This design comes from an exercise in tuning for small area and a short achievable clock period on the open sky130 flow, not from production work.
The RTL was checked by simulation tests, not by an equivalence proof against the original design.

--- flow/run.sh ---
#!/bin/bash
# synth_recipe.tcl (not shown) runs the flow's synth.tcl, then flattens the netlist and writes it again
# the make line also repeats each setting of config.mk as NAME=value (left out here)
make -C /OpenROAD-flow-scripts/flow DESIGN_CONFIG=/design/flow/config.mk WORK_HOME=/design/flow/orfs CLKGATE_MAP_FILE= SYNTH_SCRIPT=/design/flow/synth_recipe.tcl finish
--- flow/config.mk ---
export PLATFORM = sky130hd
export DESIGN_NAME = arith_encoder
export DESIGN_NICKNAME = arith_encoder
export VERILOG_FILES = /design/flow/design.v
export SDC_FILE = /design/flow/constraint.sdc
export NUM_CORES = 4
export LEC_CHECK = 0
export ABC_AREA = 1
export CAP_MARGIN = 20
export CORE_MARGIN = 2
export CORE_UTILIZATION = 40
export SLEW_MARGIN = 20
--- flow/constraint.sdc ---
create_clock -name core_clock -period 9.0 [get_ports {general_clk}]
set_input_delay 1.8000 -clock core_clock [delete_from_list [all_inputs] [get_ports {general_clk}]]
set_output_delay 1.8000 -clock core_clock [all_outputs]
set_load 0.01 [all_outputs]
--- flow/design.v ---
`timescale 1ns/1ps
module arith_encoder #(
  parameter int SYMBOL_WIDTH = 4
) (
  input  logic                    general_clk,
  input  logic                    reset,
  input  logic                    in_valid,
  input  logic [15:0]             fl,
  input  logic [15:0]             fh,
  input  logic [SYMBOL_WIDTH-1:0] symbol,
  input  logic [SYMBOL_WIDTH:0]   nsyms,
  input  logic                    bool_mode,
  output logic                    out_valid,
  output logic [15:0]             range_out,
  output logic [23:0]             low_out,
  output logic [4:0]              cnt_out,
  output logic [1:0]              bit_flag,
  output logic [15:0]             out_bit_1,
  output logic [15:0]             out_bit_2
);
  logic              vin;
  logic [9:0]        fl6, fh6;
  logic              first, sel_a, sel_c, sel_q;
  logic [5:0]        kd;        
  logic [4:0]        kdiff;     
  logic              kpos;
  logic [9:0]        m_p, m_q;
  logic              i_x, i_en, i_z;
  logic [10:0]       i_m2;
  logic [5:0]        i_k;
  logic [9:0]        i_n;
  logic [4:0]        i_o2;
  assign vin   = in_valid & ~reset;
  assign fl6   = fl[15:6];
  assign fh6   = fh[15:6];
  assign first = (fl == 16'h8000);
  assign sel_a = vin & bool_mode & symbol[0];
  assign sel_c = vin & ~bool_mode & ~first;
  assign sel_q = vin & ~(bool_mode & symbol[0]);    
  assign kd    = {1'b0, nsyms} - {2'b00, symbol};
  assign kpos  = ~kd[5] & (kd[4:0] != 5'd0);
  assign kdiff = kd[5] ? 5'd0 : kd[4:0];
  assign m_p  = sel_a ? fh6 : (sel_c ? fl6 : 10'd0);
  assign m_q  = sel_q ? fh6 : 10'd0;
  assign i_m2 = {1'b0, m_p} - {1'b0, m_q};
  assign i_x  = ~sel_a & ~sel_c;
  assign i_z  = ~sel_a & ~sel_c;
  assign i_en = sel_q & fh6[0] & ~(sel_c & fl6[0]);
  assign i_n  = sel_c ? fl6 : fh6;
  assign i_o2 = sel_c ? kdiff : 5'd1;
  always_comb begin
    if (sel_a)                i_k = 6'd1;
    else if (sel_c)           i_k = {5'd0, kpos};
    else if (!vin)            i_k = 6'd0;
    else if (bool_mode)       i_k = 6'h3f;
    else if (kpos)            i_k = 6'd1 - {1'b0, kdiff};
    else                      i_k = 6'd0;
  end
  logic              p_x, p_en, p_z;
  logic [10:0]       p_m2;
  logic [5:0]        p_k;
  logic [9:0]        p_n;
  logic [4:0]        p_o2;
  logic              v1, v2;
  always_ff @(posedge general_clk) begin
    p_x  <= i_x;
    p_en <= i_en;
    p_z  <= i_z;
    p_m2 <= i_m2;
    p_k  <= i_k;
    p_n  <= i_n;
    p_o2 <= i_o2;
  end
  logic [15:0] range_q;
  logic [7:0]  r8;
  logic [16:0] sum2;
  logic [15:0] raw;
  logic [15:0] add_next;
  logic [16:0] sum2n;
  assign r8 = range_q[15:8];
  wire lt_1, lt_2;
  assign lt_1 = (r8[7] & p_m2[0]) ^ (r8[6] & p_m2[1]);
  assign lt_2 = (r8[7] & p_m2[0]) & (r8[6] & p_m2[1]);
  wire lt_3, lt_4;
  assign lt_3 = (r8[7] & p_m2[1]) ^ (r8[6] & p_m2[2]) ^ (r8[5] & p_m2[3]);
  assign lt_4 = ((r8[7] & p_m2[1]) & (r8[6] & p_m2[2])) | ((r8[7] & p_m2[1]) & (r8[5] & p_m2[3])) | ((r8[6] & p_m2[2]) & (r8[5] & p_m2[3]));
  wire lt_5, lt_6;
  assign lt_5 = (r8[4] & p_m2[4]) ^ (r8[3] & p_m2[5]);
  assign lt_6 = (r8[4] & p_m2[4]) & (r8[3] & p_m2[5]);
  wire lt_7, lt_8;
  assign lt_7 = (r8[7] & p_m2[2]) ^ (r8[6] & p_m2[3]) ^ (r8[5] & p_m2[4]);
  assign lt_8 = ((r8[7] & p_m2[2]) & (r8[6] & p_m2[3])) | ((r8[7] & p_m2[2]) & (r8[5] & p_m2[4])) | ((r8[6] & p_m2[3]) & (r8[5] & p_m2[4]));
  wire lt_9, lt_10;
  assign lt_9 = (r8[4] & p_m2[5]) ^ (r8[3] & p_m2[6]);
  assign lt_10 = (r8[4] & p_m2[5]) & (r8[3] & p_m2[6]);
  wire lt_11, lt_12;
  assign lt_11 = (r8[7] & p_m2[3]) ^ (r8[6] & p_m2[4]) ^ (r8[5] & p_m2[5]);
  assign lt_12 = ((r8[7] & p_m2[3]) & (r8[6] & p_m2[4])) | ((r8[7] & p_m2[3]) & (r8[5] & p_m2[5])) | ((r8[6] & p_m2[4]) & (r8[5] & p_m2[5]));
  wire lt_13, lt_14;
  assign lt_13 = (r8[4] & p_m2[0]) ^ (r8[3] & p_m2[1]);
  assign lt_14 = (r8[4] & p_m2[0]) & (r8[3] & p_m2[1]);
  wire lt_15, lt_16;
  assign lt_15 = (r8[5] & p_m2[0]) ^ (r8[4] & p_m2[1]) ^ (r8[3] & p_m2[2]);
  assign lt_16 = ((r8[5] & p_m2[0]) & (r8[4] & p_m2[1])) | ((r8[5] & p_m2[0]) & (r8[3] & p_m2[2])) | ((r8[4] & p_m2[1]) & (r8[3] & p_m2[2]));
  wire lt_17, lt_18;
  assign lt_17 = (r8[2] & p_m2[3]) ^ (r8[1] & p_m2[4]);
  assign lt_18 = (r8[2] & p_m2[3]) & (r8[1] & p_m2[4]);
  wire lt_19, lt_20;
  assign lt_19 = (r8[6] & p_m2[0]) ^ (r8[5] & p_m2[1]) ^ (r8[4] & p_m2[2]);
  assign lt_20 = ((r8[6] & p_m2[0]) & (r8[5] & p_m2[1])) | ((r8[6] & p_m2[0]) & (r8[4] & p_m2[2])) | ((r8[5] & p_m2[1]) & (r8[4] & p_m2[2]));
  wire lt_21, lt_22;
  assign lt_21 = (r8[3] & p_m2[3]) ^ (r8[2] & p_m2[4]) ^ (r8[1] & p_m2[5]);
  assign lt_22 = ((r8[3] & p_m2[3]) & (r8[2] & p_m2[4])) | ((r8[3] & p_m2[3]) & (r8[1] & p_m2[5])) | ((r8[2] & p_m2[4]) & (r8[1] & p_m2[5]));
  wire lt_23, lt_24;
  assign lt_23 = (r8[0] & p_m2[6]) ^ (range_q[5] & p_x);
  assign lt_24 = (r8[0] & p_m2[6]) & (range_q[5] & p_x);
  wire lt_25, lt_26;
  assign lt_25 = (r8[5] & p_m2[2]) ^ (r8[4] & p_m2[3]) ^ (r8[3] & p_m2[4]);
  assign lt_26 = ((r8[5] & p_m2[2]) & (r8[4] & p_m2[3])) | ((r8[5] & p_m2[2]) & (r8[3] & p_m2[4])) | ((r8[4] & p_m2[3]) & (r8[3] & p_m2[4]));
  wire lt_27, lt_28;
  assign lt_27 = (r8[2] & p_m2[5]) ^ (r8[1] & p_m2[6]) ^ (r8[0] & p_m2[7]);
  assign lt_28 = ((r8[2] & p_m2[5]) & (r8[1] & p_m2[6])) | ((r8[2] & p_m2[5]) & (r8[0] & p_m2[7])) | ((r8[1] & p_m2[6]) & (r8[0] & p_m2[7]));
  wire lt_29, lt_30;
  assign lt_29 = (range_q[6] & p_x) ^ p_k[4] ^ lt_1;
  assign lt_30 = ((range_q[6] & p_x) & p_k[4]) | ((range_q[6] & p_x) & lt_1) | (p_k[4] & lt_1);
  wire lt_31, lt_32;
  assign lt_31 = (r8[2] & p_m2[6]) ^ (r8[1] & p_m2[7]) ^ (r8[0] & p_m2[8]);
  assign lt_32 = ((r8[2] & p_m2[6]) & (r8[1] & p_m2[7])) | ((r8[2] & p_m2[6]) & (r8[0] & p_m2[8])) | ((r8[1] & p_m2[7]) & (r8[0] & p_m2[8]));
  wire lt_33, lt_34;
  assign lt_33 = (range_q[7] & p_x) ^ ~p_k[5] ^ 1'b1;
  assign lt_34 = ((range_q[7] & p_x) & ~p_k[5]) | ((range_q[7] & p_x) & 1'b1) | (~p_k[5] & 1'b1);
  wire lt_35, lt_36;
  assign lt_35 = lt_3 ^ lt_5 ^ lt_2;
  assign lt_36 = (lt_3 & lt_5) | (lt_3 & lt_2) | (lt_5 & lt_2);
  wire lt_37, lt_38;
  assign lt_37 = (r8[2] & p_m2[7]) ^ (r8[1] & p_m2[8]) ^ (r8[0] & p_m2[9]);
  assign lt_38 = ((r8[2] & p_m2[7]) & (r8[1] & p_m2[8])) | ((r8[2] & p_m2[7]) & (r8[0] & p_m2[9])) | ((r8[1] & p_m2[8]) & (r8[0] & p_m2[9]));
  wire lt_39, lt_40;
  assign lt_39 = (range_q[8] & p_x) ^ 1'b1 ^ lt_7;
  assign lt_40 = ((range_q[8] & p_x) & 1'b1) | ((range_q[8] & p_x) & lt_7) | (1'b1 & lt_7);
  wire lt_41, lt_42;
  assign lt_41 = lt_9 ^ lt_4 ^ lt_6;
  assign lt_42 = (lt_9 & lt_4) | (lt_9 & lt_6) | (lt_4 & lt_6);
  wire lt_43, lt_44;
  assign lt_43 = (r8[4] & p_m2[6]) ^ (r8[3] & p_m2[7]) ^ (r8[2] & p_m2[8]);
  assign lt_44 = ((r8[4] & p_m2[6]) & (r8[3] & p_m2[7])) | ((r8[4] & p_m2[6]) & (r8[2] & p_m2[8])) | ((r8[3] & p_m2[7]) & (r8[2] & p_m2[8]));
  wire lt_45, lt_46;
  assign lt_45 = (r8[1] & p_m2[9]) ^ ~(r8[0] & p_m2[10]) ^ (range_q[9] & p_x);
  assign lt_46 = ((r8[1] & p_m2[9]) & ~(r8[0] & p_m2[10])) | ((r8[1] & p_m2[9]) & (range_q[9] & p_x)) | (~(r8[0] & p_m2[10]) & (range_q[9] & p_x));
  wire lt_47, lt_48;
  assign lt_47 = lt_11 ^ lt_8 ^ lt_10;
  assign lt_48 = (lt_11 & lt_8) | (lt_11 & lt_10) | (lt_8 & lt_10);
  wire lt_49, lt_50;
  assign lt_49 = (r8[7] & p_m2[4]) ^ (r8[6] & p_m2[5]) ^ (r8[5] & p_m2[6]);
  assign lt_50 = ((r8[7] & p_m2[4]) & (r8[6] & p_m2[5])) | ((r8[7] & p_m2[4]) & (r8[5] & p_m2[6])) | ((r8[6] & p_m2[5]) & (r8[5] & p_m2[6]));
  wire lt_51, lt_52;
  assign lt_51 = (r8[4] & p_m2[7]) ^ (r8[3] & p_m2[8]) ^ (r8[2] & p_m2[9]);
  assign lt_52 = ((r8[4] & p_m2[7]) & (r8[3] & p_m2[8])) | ((r8[4] & p_m2[7]) & (r8[2] & p_m2[9])) | ((r8[3] & p_m2[8]) & (r8[2] & p_m2[9]));
  wire lt_53, lt_54;
  assign lt_53 = ~(r8[1] & p_m2[10]) ^ (range_q[10] & p_x) ^ lt_12;
  assign lt_54 = (~(r8[1] & p_m2[10]) & (range_q[10] & p_x)) | (~(r8[1] & p_m2[10]) & lt_12) | ((range_q[10] & p_x) & lt_12);
  wire lt_55, lt_56;
  assign lt_55 = (r8[7] & p_m2[5]) ^ (r8[6] & p_m2[6]) ^ (r8[5] & p_m2[7]);
  assign lt_56 = ((r8[7] & p_m2[5]) & (r8[6] & p_m2[6])) | ((r8[7] & p_m2[5]) & (r8[5] & p_m2[7])) | ((r8[6] & p_m2[6]) & (r8[5] & p_m2[7]));
  wire lt_57, lt_58;
  assign lt_57 = (r8[4] & p_m2[8]) ^ (r8[3] & p_m2[9]) ^ ~(r8[2] & p_m2[10]);
  assign lt_58 = ((r8[4] & p_m2[8]) & (r8[3] & p_m2[9])) | ((r8[4] & p_m2[8]) & ~(r8[2] & p_m2[10])) | ((r8[3] & p_m2[9]) & ~(r8[2] & p_m2[10]));
  wire lt_59, lt_60;
  assign lt_59 = (r8[7] & p_m2[6]) ^ (r8[6] & p_m2[7]) ^ (r8[5] & p_m2[8]);
  assign lt_60 = ((r8[7] & p_m2[6]) & (r8[6] & p_m2[7])) | ((r8[7] & p_m2[6]) & (r8[5] & p_m2[8])) | ((r8[6] & p_m2[7]) & (r8[5] & p_m2[8]));
  wire lt_61, lt_62;
  assign lt_61 = (r8[3] & p_m2[0]) ^ (r8[2] & p_m2[1]) ^ (r8[1] & p_m2[2]);
  assign lt_62 = ((r8[3] & p_m2[0]) & (r8[2] & p_m2[1])) | ((r8[3] & p_m2[0]) & (r8[1] & p_m2[2])) | ((r8[2] & p_m2[1]) & (r8[1] & p_m2[2]));
  wire lt_63, lt_64;
  assign lt_63 = (r8[2] & p_m2[2]) ^ (r8[1] & p_m2[3]) ^ (r8[0] & p_m2[4]);
  assign lt_64 = ((r8[2] & p_m2[2]) & (r8[1] & p_m2[3])) | ((r8[2] & p_m2[2]) & (r8[0] & p_m2[4])) | ((r8[1] & p_m2[3]) & (r8[0] & p_m2[4]));
  wire lt_65, lt_66;
  assign lt_65 = (range_q[3] & p_x) ^ p_k[1];
  assign lt_66 = (range_q[3] & p_x) & p_k[1];
  wire lt_67, lt_68;
  assign lt_67 = (r8[0] & p_m2[5]) ^ (range_q[4] & p_x) ^ p_k[2];
  assign lt_68 = ((r8[0] & p_m2[5]) & (range_q[4] & p_x)) | ((r8[0] & p_m2[5]) & p_k[2]) | ((range_q[4] & p_x) & p_k[2]);
  wire lt_69, lt_70;
  assign lt_69 = lt_15 ^ lt_17 ^ lt_14;
  assign lt_70 = (lt_15 & lt_17) | (lt_15 & lt_14) | (lt_17 & lt_14);
  wire lt_71, lt_72;
  assign lt_71 = p_k[3] ^ lt_19 ^ lt_21;
  assign lt_72 = (p_k[3] & lt_19) | (p_k[3] & lt_21) | (lt_19 & lt_21);
  wire lt_73, lt_74;
  assign lt_73 = lt_23 ^ lt_16 ^ lt_18;
  assign lt_74 = (lt_23 & lt_16) | (lt_23 & lt_18) | (lt_16 & lt_18);
  wire lt_75, lt_76;
  assign lt_75 = lt_25 ^ lt_27 ^ lt_29;
  assign lt_76 = (lt_25 & lt_27) | (lt_25 & lt_29) | (lt_27 & lt_29);
  wire lt_77, lt_78;
  assign lt_77 = lt_20 ^ lt_22 ^ lt_24;
  assign lt_78 = (lt_20 & lt_22) | (lt_20 & lt_24) | (lt_22 & lt_24);
  wire lt_79, lt_80;
  assign lt_79 = lt_31 ^ lt_33 ^ lt_35;
  assign lt_80 = (lt_31 & lt_33) | (lt_31 & lt_35) | (lt_33 & lt_35);
  wire lt_81, lt_82;
  assign lt_81 = lt_26 ^ lt_28 ^ lt_30;
  assign lt_82 = (lt_26 & lt_28) | (lt_26 & lt_30) | (lt_28 & lt_30);
  wire lt_83, lt_84;
  assign lt_83 = lt_37 ^ lt_39 ^ lt_41;
  assign lt_84 = (lt_37 & lt_39) | (lt_37 & lt_41) | (lt_39 & lt_41);
  wire lt_85, lt_86;
  assign lt_85 = lt_32 ^ lt_34 ^ lt_36;
  assign lt_86 = (lt_32 & lt_34) | (lt_32 & lt_36) | (lt_34 & lt_36);
  wire lt_87, lt_88;
  assign lt_87 = lt_43 ^ lt_45 ^ lt_47;
  assign lt_88 = (lt_43 & lt_45) | (lt_43 & lt_47) | (lt_45 & lt_47);
  wire lt_89, lt_90;
  assign lt_89 = lt_38 ^ lt_40 ^ lt_42;
  assign lt_90 = (lt_38 & lt_40) | (lt_38 & lt_42) | (lt_40 & lt_42);
  wire lt_91, lt_92;
  assign lt_91 = lt_49 ^ lt_51 ^ lt_53;
  assign lt_92 = (lt_49 & lt_51) | (lt_49 & lt_53) | (lt_51 & lt_53);
  wire lt_93, lt_94;
  assign lt_93 = lt_44 ^ lt_46 ^ lt_48;
  assign lt_94 = (lt_44 & lt_46) | (lt_44 & lt_48) | (lt_46 & lt_48);
  wire lt_95, lt_96;
  assign lt_95 = (range_q[11] & p_x) ^ lt_55 ^ lt_57;
  assign lt_96 = ((range_q[11] & p_x) & lt_55) | ((range_q[11] & p_x) & lt_57) | (lt_55 & lt_57);
  wire lt_97, lt_98;
  assign lt_97 = lt_50 ^ lt_52 ^ lt_54;
  assign lt_98 = (lt_50 & lt_52) | (lt_50 & lt_54) | (lt_52 & lt_54);
  wire lt_99, lt_100;
  assign lt_99 = (r8[4] & p_m2[9]) ^ ~(r8[3] & p_m2[10]) ^ (range_q[12] & p_x);
  assign lt_100 = ((r8[4] & p_m2[9]) & ~(r8[3] & p_m2[10])) | ((r8[4] & p_m2[9]) & (range_q[12] & p_x)) | (~(r8[3] & p_m2[10]) & (range_q[12] & p_x));
  wire lt_101, lt_102;
  assign lt_101 = lt_59 ^ lt_56 ^ lt_58;
  assign lt_102 = (lt_59 & lt_56) | (lt_59 & lt_58) | (lt_56 & lt_58);
  wire lt_103, lt_104;
  assign lt_103 = (r8[7] & p_m2[7]) ^ (r8[6] & p_m2[8]) ^ (r8[5] & p_m2[9]);
  assign lt_104 = ((r8[7] & p_m2[7]) & (r8[6] & p_m2[8])) | ((r8[7] & p_m2[7]) & (r8[5] & p_m2[9])) | ((r8[6] & p_m2[8]) & (r8[5] & p_m2[9]));
  wire lt_105, lt_106;
  assign lt_105 = ~(r8[4] & p_m2[10]) ^ (range_q[13] & p_x) ^ lt_60;
  assign lt_106 = (~(r8[4] & p_m2[10]) & (range_q[13] & p_x)) | (~(r8[4] & p_m2[10]) & lt_60) | ((range_q[13] & p_x) & lt_60);
  wire lt_107, lt_108;
  assign lt_107 = (r8[7] & p_m2[8]) ^ (r8[6] & p_m2[9]) ^ ~(r8[5] & p_m2[10]);
  assign lt_108 = ((r8[7] & p_m2[8]) & (r8[6] & p_m2[9])) | ((r8[7] & p_m2[8]) & ~(r8[5] & p_m2[10])) | ((r8[6] & p_m2[9]) & ~(r8[5] & p_m2[10]));
  wire lt_109, lt_110;
  assign lt_109 = (r8[1] & p_m2[0]) ^ (r8[0] & p_m2[1]);
  assign lt_110 = (r8[1] & p_m2[0]) & (r8[0] & p_m2[1]);
  wire lt_111, lt_112;
  assign lt_111 = (r8[2] & p_m2[0]) ^ (r8[1] & p_m2[1]) ^ (r8[0] & p_m2[2]);
  assign lt_112 = ((r8[2] & p_m2[0]) & (r8[1] & p_m2[1])) | ((r8[2] & p_m2[0]) & (r8[0] & p_m2[2])) | ((r8[1] & p_m2[1]) & (r8[0] & p_m2[2]));
  wire lt_113, lt_114;
  assign lt_113 = (r8[0] & p_m2[3]) ^ (range_q[2] & p_x) ^ p_k[0];
  assign lt_114 = ((r8[0] & p_m2[3]) & (range_q[2] & p_x)) | ((r8[0] & p_m2[3]) & p_k[0]) | ((range_q[2] & p_x) & p_k[0]);
  wire lt_115, lt_116;
  assign lt_115 = lt_13 ^ lt_63 ^ lt_65;
  assign lt_116 = (lt_13 & lt_63) | (lt_13 & lt_65) | (lt_63 & lt_65);
  wire lt_117, lt_118;
  assign lt_117 = lt_67 ^ lt_69 ^ lt_64;
  assign lt_118 = (lt_67 & lt_69) | (lt_67 & lt_64) | (lt_69 & lt_64);
  wire lt_119, lt_120;
  assign lt_119 = lt_71 ^ lt_73 ^ lt_68;
  assign lt_120 = (lt_71 & lt_73) | (lt_71 & lt_68) | (lt_73 & lt_68);
  wire lt_121, lt_122;
  assign lt_121 = lt_75 ^ lt_77 ^ lt_72;
  assign lt_122 = (lt_75 & lt_77) | (lt_75 & lt_72) | (lt_77 & lt_72);
  wire lt_123, lt_124;
  assign lt_123 = lt_79 ^ lt_81 ^ lt_76;
  assign lt_124 = (lt_79 & lt_81) | (lt_79 & lt_76) | (lt_81 & lt_76);
  wire lt_125, lt_126;
  assign lt_125 = lt_83 ^ lt_85 ^ lt_80;
  assign lt_126 = (lt_83 & lt_85) | (lt_83 & lt_80) | (lt_85 & lt_80);
  wire lt_127, lt_128;
  assign lt_127 = lt_87 ^ lt_89 ^ lt_84;
  assign lt_128 = (lt_87 & lt_89) | (lt_87 & lt_84) | (lt_89 & lt_84);
  wire lt_129, lt_130;
  assign lt_129 = lt_91 ^ lt_93 ^ lt_88;
  assign lt_130 = (lt_91 & lt_93) | (lt_91 & lt_88) | (lt_93 & lt_88);
  wire lt_131, lt_132;
  assign lt_131 = lt_95 ^ lt_97 ^ lt_92;
  assign lt_132 = (lt_95 & lt_97) | (lt_95 & lt_92) | (lt_97 & lt_92);
  wire lt_133, lt_134;
  assign lt_133 = lt_99 ^ lt_101 ^ lt_96;
  assign lt_134 = (lt_99 & lt_101) | (lt_99 & lt_96) | (lt_101 & lt_96);
  wire lt_135, lt_136;
  assign lt_135 = lt_103 ^ lt_105 ^ lt_100;
  assign lt_136 = (lt_103 & lt_105) | (lt_103 & lt_100) | (lt_105 & lt_100);
  wire lt_137, lt_138;
  assign lt_137 = (range_q[14] & p_x) ^ lt_107 ^ lt_104;
  assign lt_138 = ((range_q[14] & p_x) & lt_107) | ((range_q[14] & p_x) & lt_104) | (lt_107 & lt_104);
  wire lt_139, lt_140;
  assign lt_139 = (r8[7] & p_m2[9]) ^ ~(r8[6] & p_m2[10]) ^ (range_q[15] & p_x);
  assign lt_140 = ((r8[7] & p_m2[9]) & ~(r8[6] & p_m2[10])) | ((r8[7] & p_m2[9]) & (range_q[15] & p_x)) | (~(r8[6] & p_m2[10]) & (range_q[15] & p_x));
  wire lt_141, lt_142;
  assign lt_141 = (range_q[0] & p_x) ^ (p_en & r8[0]);
  assign lt_142 = (range_q[0] & p_x) & (p_en & r8[0]);
  wire lt_143, lt_144;
  assign lt_143 = (range_q[1] & p_x) ^ lt_111 ^ lt_110;
  assign lt_144 = ((range_q[1] & p_x) & lt_111) | ((range_q[1] & p_x) & lt_110) | (lt_111 & lt_110);
  wire lt_145, lt_146;
  assign lt_145 = lt_61 ^ lt_113 ^ lt_112;
  assign lt_146 = (lt_61 & lt_113) | (lt_61 & lt_112) | (lt_113 & lt_112);
  wire lt_147, lt_148;
  assign lt_147 = lt_62 ^ lt_115 ^ lt_114;
  assign lt_148 = (lt_62 & lt_115) | (lt_62 & lt_114) | (lt_115 & lt_114);
  wire lt_149, lt_150;
  assign lt_149 = lt_66 ^ lt_117 ^ lt_116;
  assign lt_150 = (lt_66 & lt_117) | (lt_66 & lt_116) | (lt_117 & lt_116);
  wire lt_151, lt_152;
  assign lt_151 = lt_70 ^ lt_119 ^ lt_118;
  assign lt_152 = (lt_70 & lt_119) | (lt_70 & lt_118) | (lt_119 & lt_118);
  wire lt_153, lt_154;
  assign lt_153 = lt_74 ^ lt_121 ^ lt_120;
  assign lt_154 = (lt_74 & lt_121) | (lt_74 & lt_120) | (lt_121 & lt_120);
  wire lt_155, lt_156;
  assign lt_155 = lt_78 ^ lt_123 ^ lt_122;
  assign lt_156 = (lt_78 & lt_123) | (lt_78 & lt_122) | (lt_123 & lt_122);
  wire lt_157, lt_158;
  assign lt_157 = lt_82 ^ lt_125 ^ lt_124;
  assign lt_158 = (lt_82 & lt_125) | (lt_82 & lt_124) | (lt_125 & lt_124);
  wire lt_159, lt_160;
  assign lt_159 = lt_86 ^ lt_127 ^ lt_126;
  assign lt_160 = (lt_86 & lt_127) | (lt_86 & lt_126) | (lt_127 & lt_126);
  wire lt_161, lt_162;
  assign lt_161 = lt_90 ^ lt_129 ^ lt_128;
  assign lt_162 = (lt_90 & lt_129) | (lt_90 & lt_128) | (lt_129 & lt_128);
  wire lt_163, lt_164;
  assign lt_163 = lt_94 ^ lt_131 ^ lt_130;
  assign lt_164 = (lt_94 & lt_131) | (lt_94 & lt_130) | (lt_131 & lt_130);
  wire lt_165, lt_166;
  assign lt_165 = lt_98 ^ lt_133 ^ lt_132;
  assign lt_166 = (lt_98 & lt_133) | (lt_98 & lt_132) | (lt_133 & lt_132);
  wire lt_167, lt_168;
  assign lt_167 = lt_102 ^ lt_135 ^ lt_134;
  assign lt_168 = (lt_102 & lt_135) | (lt_102 & lt_134) | (lt_135 & lt_134);
  wire lt_169, lt_170;
  assign lt_169 = lt_106 ^ lt_137 ^ lt_136;
  assign lt_170 = (lt_106 & lt_137) | (lt_106 & lt_136) | (lt_137 & lt_136);
  wire lt_171, lt_172;
  assign lt_171 = lt_108 ^ lt_139 ^ lt_138;
  assign lt_172 = (lt_108 & lt_139) | (lt_108 & lt_138) | (lt_139 & lt_138);
  wire [16:0] lt_a, lt_b;
  assign lt_a = {lt_171, lt_169, lt_167, lt_165, lt_163, lt_161, lt_159, lt_157, lt_155, lt_153, lt_151, lt_149, lt_147, lt_145, lt_143, lt_109, 1'b0};
  assign lt_b = {lt_170, lt_168, lt_166, lt_164, lt_162, lt_160, lt_158, lt_156, lt_154, lt_152, lt_150, lt_148, lt_146, lt_144, lt_142, lt_141, 1'b0};
  assign sum2 = lt_a + lt_b;
  assign raw  = sum2[16:1];
  wire at_1, at_2;
  assign at_1 = range_q[6] ^ ~p_o2[4];
  assign at_2 = range_q[6] & ~p_o2[4];
  wire at_3, at_4;
  assign at_3 = range_q[7] ^ ~(r8[7] & p_n[1]);
  assign at_4 = range_q[7] & ~(r8[7] & p_n[1]);
  wire at_5, at_6;
  assign at_5 = range_q[8] ^ ~(r8[7] & p_n[2]);
  assign at_6 = range_q[8] & ~(r8[7] & p_n[2]);
  wire at_7, at_8;
  assign at_7 = range_q[9] ^ ~(r8[7] & p_n[3]);
  assign at_8 = range_q[9] & ~(r8[7] & p_n[3]);
  wire at_9, at_10;
  assign at_9 = range_q[2] ^ ~p_o2[0];
  assign at_10 = range_q[2] & ~p_o2[0];
  wire at_11, at_12;
  assign at_11 = range_q[3] ^ ~p_o2[1] ^ ~(r8[4] & p_n[0]);
  assign at_12 = (range_q[3] & ~p_o2[1]) | (range_q[3] & ~(r8[4] & p_n[0])) | (~p_o2[1] & ~(r8[4] & p_n[0]));
  wire at_13, at_14;
  assign at_13 = range_q[4] ^ ~p_o2[2] ^ ~(r8[5] & p_n[0]);
  assign at_14 = (range_q[4] & ~p_o2[2]) | (range_q[4] & ~(r8[5] & p_n[0])) | (~p_o2[2] & ~(r8[5] & p_n[0]));
  wire at_15, at_16;
  assign at_15 = ~(r8[4] & p_n[1]) ^ ~(r8[3] & p_n[2]);
  assign at_16 = ~(r8[4] & p_n[1]) & ~(r8[3] & p_n[2]);
  wire at_17, at_18;
  assign at_17 = range_q[5] ^ ~p_o2[3] ^ ~(r8[6] & p_n[0]);
  assign at_18 = (range_q[5] & ~p_o2[3]) | (range_q[5] & ~(r8[6] & p_n[0])) | (~p_o2[3] & ~(r8[6] & p_n[0]));
  wire at_19, at_20;
  assign at_19 = ~(r8[5] & p_n[1]) ^ ~(r8[4] & p_n[2]) ^ ~(r8[3] & p_n[3]);
  assign at_20 = (~(r8[5] & p_n[1]) & ~(r8[4] & p_n[2])) | (~(r8[5] & p_n[1]) & ~(r8[3] & p_n[3])) | (~(r8[4] & p_n[2]) & ~(r8[3] & p_n[3]));
  wire at_21, at_22;
  assign at_21 = ~(r8[2] & p_n[4]) ^ ~(r8[1] & p_n[5]);
  assign at_22 = ~(r8[2] & p_n[4]) & ~(r8[1] & p_n[5]);
  wire at_23, at_24;
  assign at_23 = ~(r8[7] & p_n[0]) ^ ~(r8[6] & p_n[1]) ^ ~(r8[5] & p_n[2]);
  assign at_24 = (~(r8[7] & p_n[0]) & ~(r8[6] & p_n[1])) | (~(r8[7] & p_n[0]) & ~(r8[5] & p_n[2])) | (~(r8[6] & p_n[1]) & ~(r8[5] & p_n[2]));
  wire at_25, at_26;
  assign at_25 = ~(r8[4] & p_n[3]) ^ ~(r8[3] & p_n[4]) ^ ~(r8[2] & p_n[5]);
  assign at_26 = (~(r8[4] & p_n[3]) & ~(r8[3] & p_n[4])) | (~(r8[4] & p_n[3]) & ~(r8[2] & p_n[5])) | (~(r8[3] & p_n[4]) & ~(r8[2] & p_n[5]));
  wire at_27, at_28;
  assign at_27 = ~(r8[1] & p_n[6]) ^ ~(r8[0] & p_n[7]) ^ at_1;
  assign at_28 = (~(r8[1] & p_n[6]) & ~(r8[0] & p_n[7])) | (~(r8[1] & p_n[6]) & at_1) | (~(r8[0] & p_n[7]) & at_1);
  wire at_29, at_30;
  assign at_29 = ~(r8[6] & p_n[2]) ^ ~(r8[5] & p_n[3]) ^ ~(r8[4] & p_n[4]);
  assign at_30 = (~(r8[6] & p_n[2]) & ~(r8[5] & p_n[3])) | (~(r8[6] & p_n[2]) & ~(r8[4] & p_n[4])) | (~(r8[5] & p_n[3]) & ~(r8[4] & p_n[4]));
  wire at_31, at_32;
  assign at_31 = ~(r8[3] & p_n[5]) ^ ~(r8[2] & p_n[6]) ^ ~(r8[1] & p_n[7]);
  assign at_32 = (~(r8[3] & p_n[5]) & ~(r8[2] & p_n[6])) | (~(r8[3] & p_n[5]) & ~(r8[1] & p_n[7])) | (~(r8[2] & p_n[6]) & ~(r8[1] & p_n[7]));
  wire at_33, at_34;
  assign at_33 = ~(r8[0] & p_n[8]) ^ at_3 ^ at_2;
  assign at_34 = (~(r8[0] & p_n[8]) & at_3) | (~(r8[0] & p_n[8]) & at_2) | (at_3 & at_2);
  wire at_35, at_36;
  assign at_35 = ~(r8[6] & p_n[3]) ^ ~(r8[5] & p_n[4]) ^ ~(r8[4] & p_n[5]);
  assign at_36 = (~(r8[6] & p_n[3]) & ~(r8[5] & p_n[4])) | (~(r8[6] & p_n[3]) & ~(r8[4] & p_n[5])) | (~(r8[5] & p_n[4]) & ~(r8[4] & p_n[5]));
  wire at_37, at_38;
  assign at_37 = ~(r8[3] & p_n[6]) ^ ~(r8[2] & p_n[7]) ^ ~(r8[1] & p_n[8]);
  assign at_38 = (~(r8[3] & p_n[6]) & ~(r8[2] & p_n[7])) | (~(r8[3] & p_n[6]) & ~(r8[1] & p_n[8])) | (~(r8[2] & p_n[7]) & ~(r8[1] & p_n[8]));
  wire at_39, at_40;
  assign at_39 = ~(r8[0] & p_n[9]) ^ at_5 ^ at_4;
  assign at_40 = (~(r8[0] & p_n[9]) & at_5) | (~(r8[0] & p_n[9]) & at_4) | (at_5 & at_4);
  wire at_41, at_42;
  assign at_41 = ~(r8[6] & p_n[4]) ^ ~(r8[5] & p_n[5]) ^ ~(r8[4] & p_n[6]);
  assign at_42 = (~(r8[6] & p_n[4]) & ~(r8[5] & p_n[5])) | (~(r8[6] & p_n[4]) & ~(r8[4] & p_n[6])) | (~(r8[5] & p_n[5]) & ~(r8[4] & p_n[6]));
  wire at_43, at_44;
  assign at_43 = ~(r8[3] & p_n[7]) ^ ~(r8[2] & p_n[8]) ^ ~(r8[1] & p_n[9]);
  assign at_44 = (~(r8[3] & p_n[7]) & ~(r8[2] & p_n[8])) | (~(r8[3] & p_n[7]) & ~(r8[1] & p_n[9])) | (~(r8[2] & p_n[8]) & ~(r8[1] & p_n[9]));
  wire at_45, at_46;
  assign at_45 = 1'b1 ^ at_7 ^ at_6;
  assign at_46 = (1'b1 & at_7) | (1'b1 & at_6) | (at_7 & at_6);
  wire at_47, at_48;
  assign at_47 = range_q[10] ^ ~(r8[7] & p_n[4]) ^ ~(r8[6] & p_n[5]);
  assign at_48 = (range_q[10] & ~(r8[7] & p_n[4])) | (range_q[10] & ~(r8[6] & p_n[5])) | (~(r8[7] & p_n[4]) & ~(r8[6] & p_n[5]));
  wire at_49, at_50;
  assign at_49 = ~(r8[5] & p_n[6]) ^ ~(r8[4] & p_n[7]) ^ ~(r8[3] & p_n[8]);
  assign at_50 = (~(r8[5] & p_n[6]) & ~(r8[4] & p_n[7])) | (~(r8[5] & p_n[6]) & ~(r8[3] & p_n[8])) | (~(r8[4] & p_n[7]) & ~(r8[3] & p_n[8]));
  wire at_51, at_52;
  assign at_51 = ~(r8[2] & p_n[9]) ^ at_8;
  assign at_52 = ~(r8[2] & p_n[9]) & at_8;
  wire at_53, at_54;
  assign at_53 = range_q[11] ^ ~(r8[7] & p_n[5]) ^ ~(r8[6] & p_n[6]);
  assign at_54 = (range_q[11] & ~(r8[7] & p_n[5])) | (range_q[11] & ~(r8[6] & p_n[6])) | (~(r8[7] & p_n[5]) & ~(r8[6] & p_n[6]));
  wire at_55, at_56;
  assign at_55 = ~(r8[5] & p_n[7]) ^ ~(r8[4] & p_n[8]);
  assign at_56 = ~(r8[5] & p_n[7]) & ~(r8[4] & p_n[8]);
  wire at_57, at_58;
  assign at_57 = range_q[12] ^ ~(r8[7] & p_n[6]);
  assign at_58 = range_q[12] & ~(r8[7] & p_n[6]);
  wire at_59, at_60;
  assign at_59 = ~(r8[3] & p_n[0]) ^ ~(r8[2] & p_n[1]) ^ ~(r8[1] & p_n[2]);
  assign at_60 = (~(r8[3] & p_n[0]) & ~(r8[2] & p_n[1])) | (~(r8[3] & p_n[0]) & ~(r8[1] & p_n[2])) | (~(r8[2] & p_n[1]) & ~(r8[1] & p_n[2]));
  wire at_61, at_62;
  assign at_61 = ~(r8[3] & p_n[1]) ^ ~(r8[2] & p_n[2]) ^ ~(r8[1] & p_n[3]);
  assign at_62 = (~(r8[3] & p_n[1]) & ~(r8[2] & p_n[2])) | (~(r8[3] & p_n[1]) & ~(r8[1] & p_n[3])) | (~(r8[2] & p_n[2]) & ~(r8[1] & p_n[3]));
  wire at_63, at_64;
  assign at_63 = ~(r8[0] & p_n[4]) ^ at_11;
  assign at_64 = ~(r8[0] & p_n[4]) & at_11;
  wire at_65, at_66;
  assign at_65 = ~(r8[2] & p_n[3]) ^ ~(r8[1] & p_n[4]) ^ ~(r8[0] & p_n[5]);
  assign at_66 = (~(r8[2] & p_n[3]) & ~(r8[1] & p_n[4])) | (~(r8[2] & p_n[3]) & ~(r8[0] & p_n[5])) | (~(r8[1] & p_n[4]) & ~(r8[0] & p_n[5]));
  wire at_67, at_68;
  assign at_67 = at_13 ^ at_15 ^ at_12;
  assign at_68 = (at_13 & at_15) | (at_13 & at_12) | (at_15 & at_12);
  wire at_69, at_70;
  assign at_69 = ~(r8[0] & p_n[6]) ^ at_17 ^ at_19;
  assign at_70 = (~(r8[0] & p_n[6]) & at_17) | (~(r8[0] & p_n[6]) & at_19) | (at_17 & at_19);
  wire at_71, at_72;
  assign at_71 = at_21 ^ at_14 ^ at_16;
  assign at_72 = (at_21 & at_14) | (at_21 & at_16) | (at_14 & at_16);
  wire at_73, at_74;
  assign at_73 = at_23 ^ at_25 ^ at_27;
  assign at_74 = (at_23 & at_25) | (at_23 & at_27) | (at_25 & at_27);
  wire at_75, at_76;
  assign at_75 = at_18 ^ at_20 ^ at_22;
  assign at_76 = (at_18 & at_20) | (at_18 & at_22) | (at_20 & at_22);
  wire at_77, at_78;
  assign at_77 = at_29 ^ at_31 ^ at_33;
  assign at_78 = (at_29 & at_31) | (at_29 & at_33) | (at_31 & at_33);
  wire at_79, at_80;
  assign at_79 = at_24 ^ at_26 ^ at_28;
  assign at_80 = (at_24 & at_26) | (at_24 & at_28) | (at_26 & at_28);
  wire at_81, at_82;
  assign at_81 = at_35 ^ at_37 ^ at_39;
  assign at_82 = (at_35 & at_37) | (at_35 & at_39) | (at_37 & at_39);
  wire at_83, at_84;
  assign at_83 = at_30 ^ at_32 ^ at_34;
  assign at_84 = (at_30 & at_32) | (at_30 & at_34) | (at_32 & at_34);
  wire at_85, at_86;
  assign at_85 = at_41 ^ at_43 ^ at_45;
  assign at_86 = (at_41 & at_43) | (at_41 & at_45) | (at_43 & at_45);
  wire at_87, at_88;
  assign at_87 = at_36 ^ at_38 ^ at_40;
  assign at_88 = (at_36 & at_38) | (at_36 & at_40) | (at_38 & at_40);
  wire at_89, at_90;
  assign at_89 = at_47 ^ at_49 ^ at_51;
  assign at_90 = (at_47 & at_49) | (at_47 & at_51) | (at_49 & at_51);
  wire at_91, at_92;
  assign at_91 = at_42 ^ at_44 ^ at_46;
  assign at_92 = (at_42 & at_44) | (at_42 & at_46) | (at_44 & at_46);
  wire at_93, at_94;
  assign at_93 = ~(r8[3] & p_n[9]) ^ at_53 ^ at_55;
  assign at_94 = (~(r8[3] & p_n[9]) & at_53) | (~(r8[3] & p_n[9]) & at_55) | (at_53 & at_55);
  wire at_95, at_96;
  assign at_95 = at_48 ^ at_50 ^ at_52;
  assign at_96 = (at_48 & at_50) | (at_48 & at_52) | (at_50 & at_52);
  wire at_97, at_98;
  assign at_97 = ~(r8[6] & p_n[7]) ^ ~(r8[5] & p_n[8]) ^ ~(r8[4] & p_n[9]);
  assign at_98 = (~(r8[6] & p_n[7]) & ~(r8[5] & p_n[8])) | (~(r8[6] & p_n[7]) & ~(r8[4] & p_n[9])) | (~(r8[5] & p_n[8]) & ~(r8[4] & p_n[9]));
  wire at_99, at_100;
  assign at_99 = at_57 ^ at_54 ^ at_56;
  assign at_100 = (at_57 & at_54) | (at_57 & at_56) | (at_54 & at_56);
  wire at_101, at_102;
  assign at_101 = range_q[13] ^ ~(r8[7] & p_n[7]) ^ ~(r8[6] & p_n[8]);
  assign at_102 = (range_q[13] & ~(r8[7] & p_n[7])) | (range_q[13] & ~(r8[6] & p_n[8])) | (~(r8[7] & p_n[7]) & ~(r8[6] & p_n[8]));
  wire at_103, at_104;
  assign at_103 = ~(r8[5] & p_n[9]) ^ at_58;
  assign at_104 = ~(r8[5] & p_n[9]) & at_58;
  wire at_105, at_106;
  assign at_105 = range_q[14] ^ ~(r8[7] & p_n[8]);
  assign at_106 = range_q[14] & ~(r8[7] & p_n[8]);
  wire at_107, at_108;
  assign at_107 = range_q[1] ^ ~(r8[2] & p_n[0]);
  assign at_108 = range_q[1] & ~(r8[2] & p_n[0]);
  wire at_109, at_110;
  assign at_109 = ~(r8[0] & p_n[3]) ^ 1'b1 ^ at_9;
  assign at_110 = (~(r8[0] & p_n[3]) & 1'b1) | (~(r8[0] & p_n[3]) & at_9) | (1'b1 & at_9);
  wire at_111, at_112;
  assign at_111 = at_10 ^ at_61 ^ at_63;
  assign at_112 = (at_10 & at_61) | (at_10 & at_63) | (at_61 & at_63);
  wire at_113, at_114;
  assign at_113 = at_65 ^ at_67 ^ at_62;
  assign at_114 = (at_65 & at_67) | (at_65 & at_62) | (at_67 & at_62);
  wire at_115, at_116;
  assign at_115 = at_69 ^ at_71 ^ at_66;
  assign at_116 = (at_69 & at_71) | (at_69 & at_66) | (at_71 & at_66);
  wire at_117, at_118;
  assign at_117 = at_73 ^ at_75 ^ at_70;
  assign at_118 = (at_73 & at_75) | (at_73 & at_70) | (at_75 & at_70);
  wire at_119, at_120;
  assign at_119 = at_77 ^ at_79 ^ at_74;
  assign at_120 = (at_77 & at_79) | (at_77 & at_74) | (at_79 & at_74);
  wire at_121, at_122;
  assign at_121 = at_81 ^ at_83 ^ at_78;
  assign at_122 = (at_81 & at_83) | (at_81 & at_78) | (at_83 & at_78);
  wire at_123, at_124;
  assign at_123 = at_85 ^ at_87 ^ at_82;
  assign at_124 = (at_85 & at_87) | (at_85 & at_82) | (at_87 & at_82);
  wire at_125, at_126;
  assign at_125 = at_89 ^ at_91 ^ at_86;
  assign at_126 = (at_89 & at_91) | (at_89 & at_86) | (at_91 & at_86);
  wire at_127, at_128;
  assign at_127 = at_93 ^ at_95 ^ at_90;
  assign at_128 = (at_93 & at_95) | (at_93 & at_90) | (at_95 & at_90);
  wire at_129, at_130;
  assign at_129 = at_97 ^ at_99 ^ at_94;
  assign at_130 = (at_97 & at_99) | (at_97 & at_94) | (at_99 & at_94);
  wire at_131, at_132;
  assign at_131 = at_101 ^ at_103 ^ at_98;
  assign at_132 = (at_101 & at_103) | (at_101 & at_98) | (at_103 & at_98);
  wire at_133, at_134;
  assign at_133 = ~(r8[6] & p_n[9]) ^ at_105 ^ at_102;
  assign at_134 = (~(r8[6] & p_n[9]) & at_105) | (~(r8[6] & p_n[9]) & at_102) | (at_105 & at_102);
  wire at_135, at_136;
  assign at_135 = range_q[15] ^ ~(r8[7] & p_n[9]);
  assign at_136 = range_q[15] & ~(r8[7] & p_n[9]);
  wire at_137, at_138;
  assign at_137 = range_q[0] ^ ~(r8[1] & p_n[0]);
  assign at_138 = range_q[0] & ~(r8[1] & p_n[0]);
  wire at_139, at_140;
  assign at_139 = ~(r8[1] & p_n[1]) ^ ~(r8[0] & p_n[2]) ^ at_107;
  assign at_140 = (~(r8[1] & p_n[1]) & ~(r8[0] & p_n[2])) | (~(r8[1] & p_n[1]) & at_107) | (~(r8[0] & p_n[2]) & at_107);
  wire at_141, at_142;
  assign at_141 = at_59 ^ at_109 ^ at_108;
  assign at_142 = (at_59 & at_109) | (at_59 & at_108) | (at_109 & at_108);
  wire at_143, at_144;
  assign at_143 = at_60 ^ at_111 ^ at_110;
  assign at_144 = (at_60 & at_111) | (at_60 & at_110) | (at_111 & at_110);
  wire at_145, at_146;
  assign at_145 = at_64 ^ at_113 ^ at_112;
  assign at_146 = (at_64 & at_113) | (at_64 & at_112) | (at_113 & at_112);
  wire at_147, at_148;
  assign at_147 = at_68 ^ at_115 ^ at_114;
  assign at_148 = (at_68 & at_115) | (at_68 & at_114) | (at_115 & at_114);
  wire at_149, at_150;
  assign at_149 = at_72 ^ at_117 ^ at_116;
  assign at_150 = (at_72 & at_117) | (at_72 & at_116) | (at_117 & at_116);
  wire at_151, at_152;
  assign at_151 = at_76 ^ at_119 ^ at_118;
  assign at_152 = (at_76 & at_119) | (at_76 & at_118) | (at_119 & at_118);
  wire at_153, at_154;
  assign at_153 = at_80 ^ at_121 ^ at_120;
  assign at_154 = (at_80 & at_121) | (at_80 & at_120) | (at_121 & at_120);
  wire at_155, at_156;
  assign at_155 = at_84 ^ at_123 ^ at_122;
  assign at_156 = (at_84 & at_123) | (at_84 & at_122) | (at_123 & at_122);
  wire at_157, at_158;
  assign at_157 = at_88 ^ at_125 ^ at_124;
  assign at_158 = (at_88 & at_125) | (at_88 & at_124) | (at_125 & at_124);
  wire at_159, at_160;
  assign at_159 = at_92 ^ at_127 ^ at_126;
  assign at_160 = (at_92 & at_127) | (at_92 & at_126) | (at_127 & at_126);
  wire at_161, at_162;
  assign at_161 = at_96 ^ at_129 ^ at_128;
  assign at_162 = (at_96 & at_129) | (at_96 & at_128) | (at_129 & at_128);
  wire at_163, at_164;
  assign at_163 = at_100 ^ at_131 ^ at_130;
  assign at_164 = (at_100 & at_131) | (at_100 & at_130) | (at_131 & at_130);
  wire at_165, at_166;
  assign at_165 = at_104 ^ at_133 ^ at_132;
  assign at_166 = (at_104 & at_133) | (at_104 & at_132) | (at_133 & at_132);
  wire at_167, at_168;
  assign at_167 = at_106 ^ at_135 ^ at_134;
  assign at_168 = (at_106 & at_135) | (at_106 & at_134) | (at_135 & at_134);
  wire [16:0] at_a, at_b;
  assign at_a = {at_167, at_165, at_163, at_161, at_159, at_157, at_155, at_153, at_151, at_149, at_147, at_145, at_143, at_141, at_139, ~(r8[0] & p_n[1]), 1'b0};
  assign at_b = {at_166, at_164, at_162, at_160, at_158, at_156, at_154, at_152, at_150, at_148, at_146, at_144, at_142, at_140, at_138, at_137, 1'b0};
  assign sum2n    = at_a + at_b;
  assign add_next = p_z ? 16'd0 : sum2n[16:1];
  logic       z8, z4, z2, z1, raw_zero;
  logic [15:0] t1, t2, t3, range_next;
  logic [3:0]  d_next;
  assign z8 = ~|raw[15:8];
  assign t1 = z8 ? {raw[7:0], 8'd0} : raw;
  assign z4 = ~|t1[15:12];
  assign t2 = z4 ? {t1[11:0], 4'd0} : t1;
  assign z2 = ~|t2[15:14];
  assign t3 = z2 ? {t2[13:0], 2'd0} : t2;
  assign z1 = ~t3[15];
  assign range_next = z1 ? {t3[14:0], 1'b0} : t3;
  assign raw_zero = ~|raw;
  assign d_next = (raw_zero | reset) ? 4'd0 : {z8, z4, z2, z1};
  logic [3:0]  d_q;
  always_ff @(posedge general_clk) begin
    if (reset) range_q <= 16'd32768;
    else       range_q <= range_next;
    d_q <= d_next;
  end
  logic [23:0] sum_q;
  logic [3:0]  cq;
  logic [4:0]  e_sum;        
  logic        emit1, emit2;
  logic [2:0]  f_sum;        
  logic [23:0] low_shl;
  logic [23:0] low_next;
  logic [23:0] sum_next;
  logic [3:0]  cq_next;
  logic [7:0]  keep_hi;
  logic [24:0] win_src;
  logic [23:0] win;
  assign e_sum   = {1'b0, cq} + {1'b0, d_q};
  assign emit1   = e_sum >= 5'd9;
  assign emit2   = e_sum >= 5'd17;
  assign f_sum   = e_sum[2:0] - 3'd1;    
  always_comb begin
    case (f_sum)
      3'd0: keep_hi = 8'h00;
      3'd1: keep_hi = 8'h01;
      3'd2: keep_hi = 8'h03;
      3'd3: keep_hi = 8'h07;
      3'd4: keep_hi = 8'h0f;
      3'd5: keep_hi = 8'h1f;
      3'd6: keep_hi = 8'h3f;
      default: keep_hi = 8'h7f;
    endcase
    if (!emit1) keep_hi = 8'hff;
  end
  assign low_shl  = sum_q << d_q;
  assign low_next = low_shl & {keep_hi, 16'hffff};
  assign cq_next  = emit1 ? {1'b0, f_sum} + 4'd1 : e_sum[3:0];
  assign sum_next = low_next + {8'd0, add_next};
  assign win_src = {sum_q, 1'b0};
  assign win     = 24'(win_src >> cq);
  always_ff @(posedge general_clk) begin
    if (reset) begin
      sum_q <= '0;
      cq    <= '0;
      v1    <= 1'b0;
      v2    <= 1'b0;
    end else begin
      sum_q <= sum_next;
      cq    <= cq_next;
      v1    <= vin;
      v2    <= v1;
    end
  end
  assign out_valid = v2;
  assign range_out = range_q;
  assign low_out   = low_next;
  assign cnt_out   = {1'b0, cq_next} - 5'd9;
  assign bit_flag  = {emit2, emit1 & ~emit2};
  assign out_bit_1 = win[23:8];
  assign out_bit_2 = {8'd0, win[7:0]};
endmodule
==> results of run 1 <==
-- per-stage QoR --
stage | util (%) | std cells
3_5_place_dp | 44.39 | 2543
2_1_floorplan | - | 2060
3_3_place_gp | 44.39 | 2543
5_1_grt | 45.34 | 2559
4_1_cts | 45.34 | 2559
6_report | 45.34 | 2559
-- metal layers --
metal	vias to the layer above	share of wire, %
met3	55	3.2
li1	6310	-
met5	-	0
met4	0	2.5
met2	244	49
met1	5775	45
-- registers in the layout, summed over array words and instances, names as in the netlist --
signal	flops
p_o2	5
p_k	6
p_z	1
p_n	10
v2	1
v1	1
d_q	4
p_m2	11
sum_q	24
range_q	16
p_en	1
cq	4
-- logic make-up (layout without fill, tap and decap cells) --
logic type / after synthesis / count (layout)
xor gates and xnor gates: 25 / 25
other: 1 / 8
muxes: 25 / 25
AOI/OAI and AO/OA: 305 / 305
and+or+nand+nor: 828 / 828
adders and majority gates: 242 / 242
DFF: 84 / 84
buffers and inverters: 543 / 594
-- worst min path at each step --
| stage | cells past startpoint | slack (ps) | from | endpoint |
|---|---|---|---|---|
| final | 2 | 480 | v1 | v2 |
| after global routing | 2 | 500 | v1 | v2 |
| after CTS | 2 | 490 | v1 | v2 |
| after detailed placement | 2 | 490 | v1 | v2 |
| after global placement | 2 | 500 | v1 | v2 |
| after floorplan | 2 | 390 | v1 | v2 |
-- area by class of cell --
type / instances / area [µm²]
fillers: 3499 / 18190
multi-input cells: 1433 / 9619
inverters: 456 / 1719
flip-flops and latches: 84 / 1682
repair buffers: 122 / 1191
well taps: 448 / 560.5
clock buffers: 12 / 266.5
clock inverters: 4 / 52.55
-- critical path, delay by kind of cell, from the launching register on --
family	cells	cell delay, ps
adders and majority gates	6	2750
DFF	1	1030
buffers and inverters	2	220
AOI/OAI and AO/OA	9	1800
and+or+nand+nor	10	1100
-- cell usage in the layout (no fill, tap or decap), types with 4 or more instances in the layout --
cell             Yosys  layout
nand3_1             52      52
nand2_1            603     603
a211oi_1             5       5
a21oi_1             83      83
nand2_2             16      16
conb_1               1       8
nand3b_1             5       5
fa_1               144     144
clkdlybuf4s50_1      0     110
a31oi_1              8       8
nor2_1             106     106
mux2i_1             25      25
buf_4               10      12
dfxtp_1             84      84
o211ai_1            12      12
o21a_1               6       6
nand2_4              4       4
xor2_1              19      19
o21ai_0            178     178
or2_2                5       5
nor2_2               5       5
xnor2_1              6       6
inv_1              448     448
nor4_1               6       6
clkbuf_16            0       9
nor3_1              12      12
inv_2                4       4
ha_1                98      98
==> results.toml, run 1 <==
[global_routing]
antenna_found_initial = 0
grt_pass1_vias = 12116
grt_util_met2_pct = 37.76
grt_max_degree = 48
track_usage_pct = 21.02
overflow = 0
grt_busiest_layer = "met2"
grt_util_met1_pct = 26.59
use_met3_pct = 1.970
grt_pass1_wl_um = 59800

[clocking]
cts.sinks = 84
cts_resized = 0
cts_hold_buf = 0
cts_root_buf = "clkbuf_16"
clk_pin_slew_worst_paths_ps = 60
cts_buffers = 9
insertion_delay_ps = 360
htree_levels = 3
clock_path_buffers = 2
cts_tree = "yes"
postCtsSetupRepairBufs = 0

[worst_setup_path]
path_common_cell = "nand2_1"
rrSetupSlack_ps = 1970
end_kind = "flip-flop"
cp-endpoint = "sum_q[23]"
crit_type = "flip-flop to flip-flop"
cp_max_fo = 20
cp-start-kind = "flip-flop"
crit_required_ps = 9230
arrival_ps = 7260
reg2reg_depth = 27
critPathSlowestCell = "dfxtp_1"
r2r-start = "range_q[13]"
regToRegEndpoint = "sum_q[23]"
crit_start = "range_q[13]"
critical-path-max-stage-delay_ps = 1030

[yosys]
synth_compound_area_share_pct = 12.12
yosys_warnings = 1
synth_top_family_by_area = "adder cells"
synthAdderAreaFrac_pct = 30.66
yosys.cell_types.count = 49
synth_area_leaders = "fa_1 (22%), nand2_1 (17%), dfxtp_1 (13%)"
yosysSeqAreaShare_pct = 12.55
syn_area_per_cell_um2 = 6.528
synth_xor_area_share_pct = 1.634
netlist_instances = 2053
synth_top_area_share_pct = 21.51
synth_area_um2 = 13400
yosysTopAreaCell = "fa_1"
ys_top_cells_by_count = "nand2_1 (603), inv_1 (448), o21ai_0 (178), fa_1 (144), nor2_1 (106)"
synth_edf_count = 0
synth-simple-area-share_pct = 25.27
async_flop_share_pct = 0
ys_seq_elements = 84
synth.mux.area_fraction_pct = 1.867
synth_most_common_cell = "nand2_1"
ys.flop_type = "dfxtp_1"

[floorplan]
initial_core_util_pct = 40.27
ios = 125
rows = 67
die_area_um2 = 34980
die_w_um = 187.0
core_area_um2 = 33280
die_y_um = 187.0

[placed_design]
hpwlAfterDp_um = 29350
place_area_um2 = 14770
dp_slack_ps = 2012
io_buffers = 110
place_congestion = 0.8963

[worst_hold_path]
hp-class = "flip-flop to flip-flop"

[layout]
area_growth_pct = 12.60
drive_gt1_share_pct = 3.363
n_antenna_cell = 0
fin_nets = 2393
finish.instance_area_um2 = 15090

[sta]
skew_ps = 15.09
min_period_over_period_pct = 78.16
fin_crit_ps = 7035
max_freq_mhz = 142.2
max_slew.worst_pin.slew_ps = 1091
setup_viol = 0
tns_ps = 0
drv_slew = 0
rsz0062_at_grt = "false"
final_hold_viol_count = 0
whs_ps = 481.9
setup_slack_ps = 1965
slew_headroom_pct = 27.14

[detailed_routing]
drc_errors = 0
vias = 12384
wl_um = 36060
postRouteAntennaNets = 0
routedWlPerCell_um = 14.09
drtIter0Drc = 702
via_per_inst = 4.839
dr.pass1.iters = 7

[job]
drv_cap = 0

[status]
status = "timing/DRC/antenna clean"
==> run 2, diff against run 1 <==
--- a/flow/config.mk
+++ b/flow/config.mk
@@ -9,4 +9,5 @@
 export CAP_MARGIN = 20
 export CORE_MARGIN = 2
 export CORE_UTILIZATION = 40
+export SETUP_SLACK_MARGIN = 3.0
 export SLEW_MARGIN = 20
==> run 2 against run 1 <==
Compared with the run above:
- cell count grew 2.3%
- register-to-register slack gained 1100 ps
- synthesized cell count is the same
- global-route usage grew 0.60 points
- sequential share of layout area shrank 0.70 points
- largest cell class unchanged
==> results.toml, run 2 <==
[yosys]
yosys.cell_types.count = 49
synth_compound_area_share_pct = 12.12
yosysSeqAreaShare_pct = 12.55
ys.flop_type = "dfxtp_1"
synth-simple-area-share_pct = 25.27
ys_seq_elements = 84
synth_most_common_cell = "nand2_1"
synth_xor_area_share_pct = 1.634
syn_area_per_cell_um2 = 6.528
ys_top_cells_by_count = "nand2_1 (603), inv_1 (448), o21ai_0 (178), fa_1 (144), nor2_1 (106)"
synth.mux.area_fraction_pct = 1.867
synthAdderAreaFrac_pct = 30.66
synth_top_area_share_pct = 21.51
synth_area_um2 = 13400
yosys_warnings = 1
yosysTopAreaCell = "fa_1"
netlist_instances = 2053
async_flop_share_pct = 0
synth_top_family_by_area = "adder cells"
synth_area_leaders = "fa_1 (22%), nand2_1 (17%), dfxtp_1 (13%)"
synth_edf_count = 0

[floorplan]
die_w_um = 187.0
initial_core_util_pct = 40.27
core_area_um2 = 33280
die_y_um = 187.0
ios = 125
rows = 67
die_area_um2 = 34980

[worst_setup_path]
path_buf_inv = 4
arrival_ps = 6170
cp-start-kind = "flip-flop"
critPathSlowestCell = "fa_1"
cp_max_fo = 7
critPathTopFamily = "adder cells"
crit_type = "flip-flop to flip-flop"
reg2reg_depth = 30
crit_required_ps = 9230
end_kind = "flip-flop"
rrSetupSlack_ps = 3060
r2r-start = "range_q[13]"
regToRegEndpoint = "sum_q[23]"
critical-path-max-stage-delay_ps = 600
path_common_cell = "fa_1"

[placed_design]
dp_cells = 2544
hpwlAfterDp_um = 29520
dp_slack_ps = 2169
place_congestion = 0.8698
io_buffers = 110

[layout]
largest_register_ff_count = 24
fin_nets = 2453
final_cell_mix = "nand2_1 (577), inv_1 (440), o21ai_0 (163)"
drive_gt1_share_pct = 10.87
top_register = "sum_q"
largestRegisters = "sum_q (24), range_q (16), p_m2 (11)"
fillCellCount = 3340
n_antenna_cell = 0
fin_cells = 2619
mostFrequentLayoutCell = "nand2_1"
area_growth_pct = 22.42

[worst_hold_path]
hp-start = "v1"
hold_end = "v2"
hold_depth = 2
hp-class = "flip-flop to flip-flop"

[sta]
rsz0062_at_grt = "true"
min_period_over_period_pct = 65.96
final_hold_viol_count = 0
max_freq_mhz = 168.5
setup_viol = 0
tns_ps = 0
skew_ps = 13.69
max_slew.worst_pin.slew_ps = 888.8
fin_crit_ps = 5936
drv_slew = 0
slew_headroom_pct = 40.67
setup_slack_ps = 3064

[detailed_routing]
via_per_inst = 4.879
drtIter0Drc = 757
routedWlPerCell_um = 14.61
wl_um = 38270
vias = 12778
dr.pass1.iters = 7
drc_errors = 0
postRouteAntennaNets = 0

[global_routing]
grt_util_met2_pct = 38.99
grt_max_degree = 48
grt_busiest_layer = "met2"
grt_pass1_wl_um = 61330
use_met3_pct = 2.101
antenna_found_initial = 0
grt_util_met1_pct = 26.85
grt_pass1_vias = 12447
overflow = 0
track_usage_pct = 21.63

[clocking]
insertion_delay_ps = 360
cts_hold_buf = 0
clk_pin_slew_worst_paths_ps = 70
cts_buffers = 9
cts_root_buf = "clkbuf_16"
htree_levels = 3
cts.sinks = 84
clock_path_buffers = 2
cts_tree = "yes"

[job]
drv_cap = 0

[status]
status = "timing/DRC/antenna clean"
## run 2: cell counts after synthesis
No cell type changed its count.
## run 2: cell type report
type                       count  area, µm²  share of cell area (%)
timing repair inverter         1      5.005                 0.03051
inverter                     456       1732                   10.56
tap                          448      560.5                   3.417
sequential                    84       1713                   10.44
timing repair buffer         181       1842                   11.23
multi-input combinational   1433      10180                   62.05
clock buffer                  11      242.7                   1.480
clock inverter                 5      131.4                  0.8008
## run 2: logic make-up (layout without fill, tap and decap cells)
family	count (synthesis)	after routing
xor gates and xnor gates	25	25
other	1	8
and+or+nand+nor	828	828
muxes	25	25
buffers and inverters	543	654
AOI/OAI and AO/OA	305	305
DFF	84	84
adders and majority gates	242	242
## run 2: worst reg2reg max path: cells and delay by family, from the launching register on
kind | cells | cell delay [ps]
AND/OR/NAND/NOR | 11 | 840
flip-flops | 1 | 360
AO/OA/AOI/OAI | 9 | 1440
buffers and inverters | 4 | 480
adder cells (fa/ha/maj) | 6 | 2700
## run 2: worst max path at each step
stage / slack [ps] / start / cells past startpoint / to
finish: 3060 / range_q[13] / 30 / sum_q[23]
global route: 2860 / range_q[13] / 34 / sum_q[23]
CTS: 2930 / range_q[13] / 32 / sum_q[23]
detailed placement: 2170 / range_q[15] / 30 / sum_q[23]
global placement: 2280 / range_q[15] / 30 / sum_q[23]
floorplan: 3020 / range_q[15] / 32 / sum_q[23]
## run 2: stage by stage
step	hold WS [ps]	util, %	cell area [µm²]
detailed placement	482.5	44.42	14780
global placement	472.8	44.42	14780
CTS	483.2	46.34	15420
global route	494.7	49.30	16410
finish	488.1	49.30	16410
floorplan	388.3	-	13440
## run 2: per-layer routing
| metal | part of all wire, % | routed length, µm |
|---|---|---|
| met3 | 3.7 | 1425 |
| met2 | 50 | 19030 |
| met4 | 3.0 | 1134 |
| met5 | 0 | 0 |
| met1 | 44 | 16670 |
## run 2: what timing repair did
item,4_1_cts,5_1_grt
setup buffers,8,47
gates cloned,2,2
pin swaps,13,70
endpoints found under the setup margin,31,29
resized for setup,42,129

-- separate check: timing with driven ports --
In the flow no input, the clock included, has a driving cell. The finished layouts below were timed again as built, in two steps.
Step 1, drivers: a clkbuf_16 drives general_clk and a buf_2 each remaining input, both assumed.
Step 2 times the ports against the registers' clock, not the clock port: input delays grow and output delays shrink by t, the midpoint of the rising clock arrivals with the driver on.
a / b / c = no drivers / after step 1 / after step 2; a / b = the first two.
| run | t, ns | slack for setup (ns) | hold WS [ns] | clock arrival spread, ns | worst slew at a driven data input, ns |
|---|---|---|---|---|---|
| run 1 | 0.399 | 1.965 / 1.965 / 1.965 | 0.482 / 0.482 / 0.482 | 0.015 / 0.015 | 0.05 |
| run 2 | 0.403 | 3.064 / 3.064 / 3.064 | 0.488 / 0.488 / 0.488 | 0.013 / 0.014 | 0.06 |
After both steps every run listed still meets setup and hold.
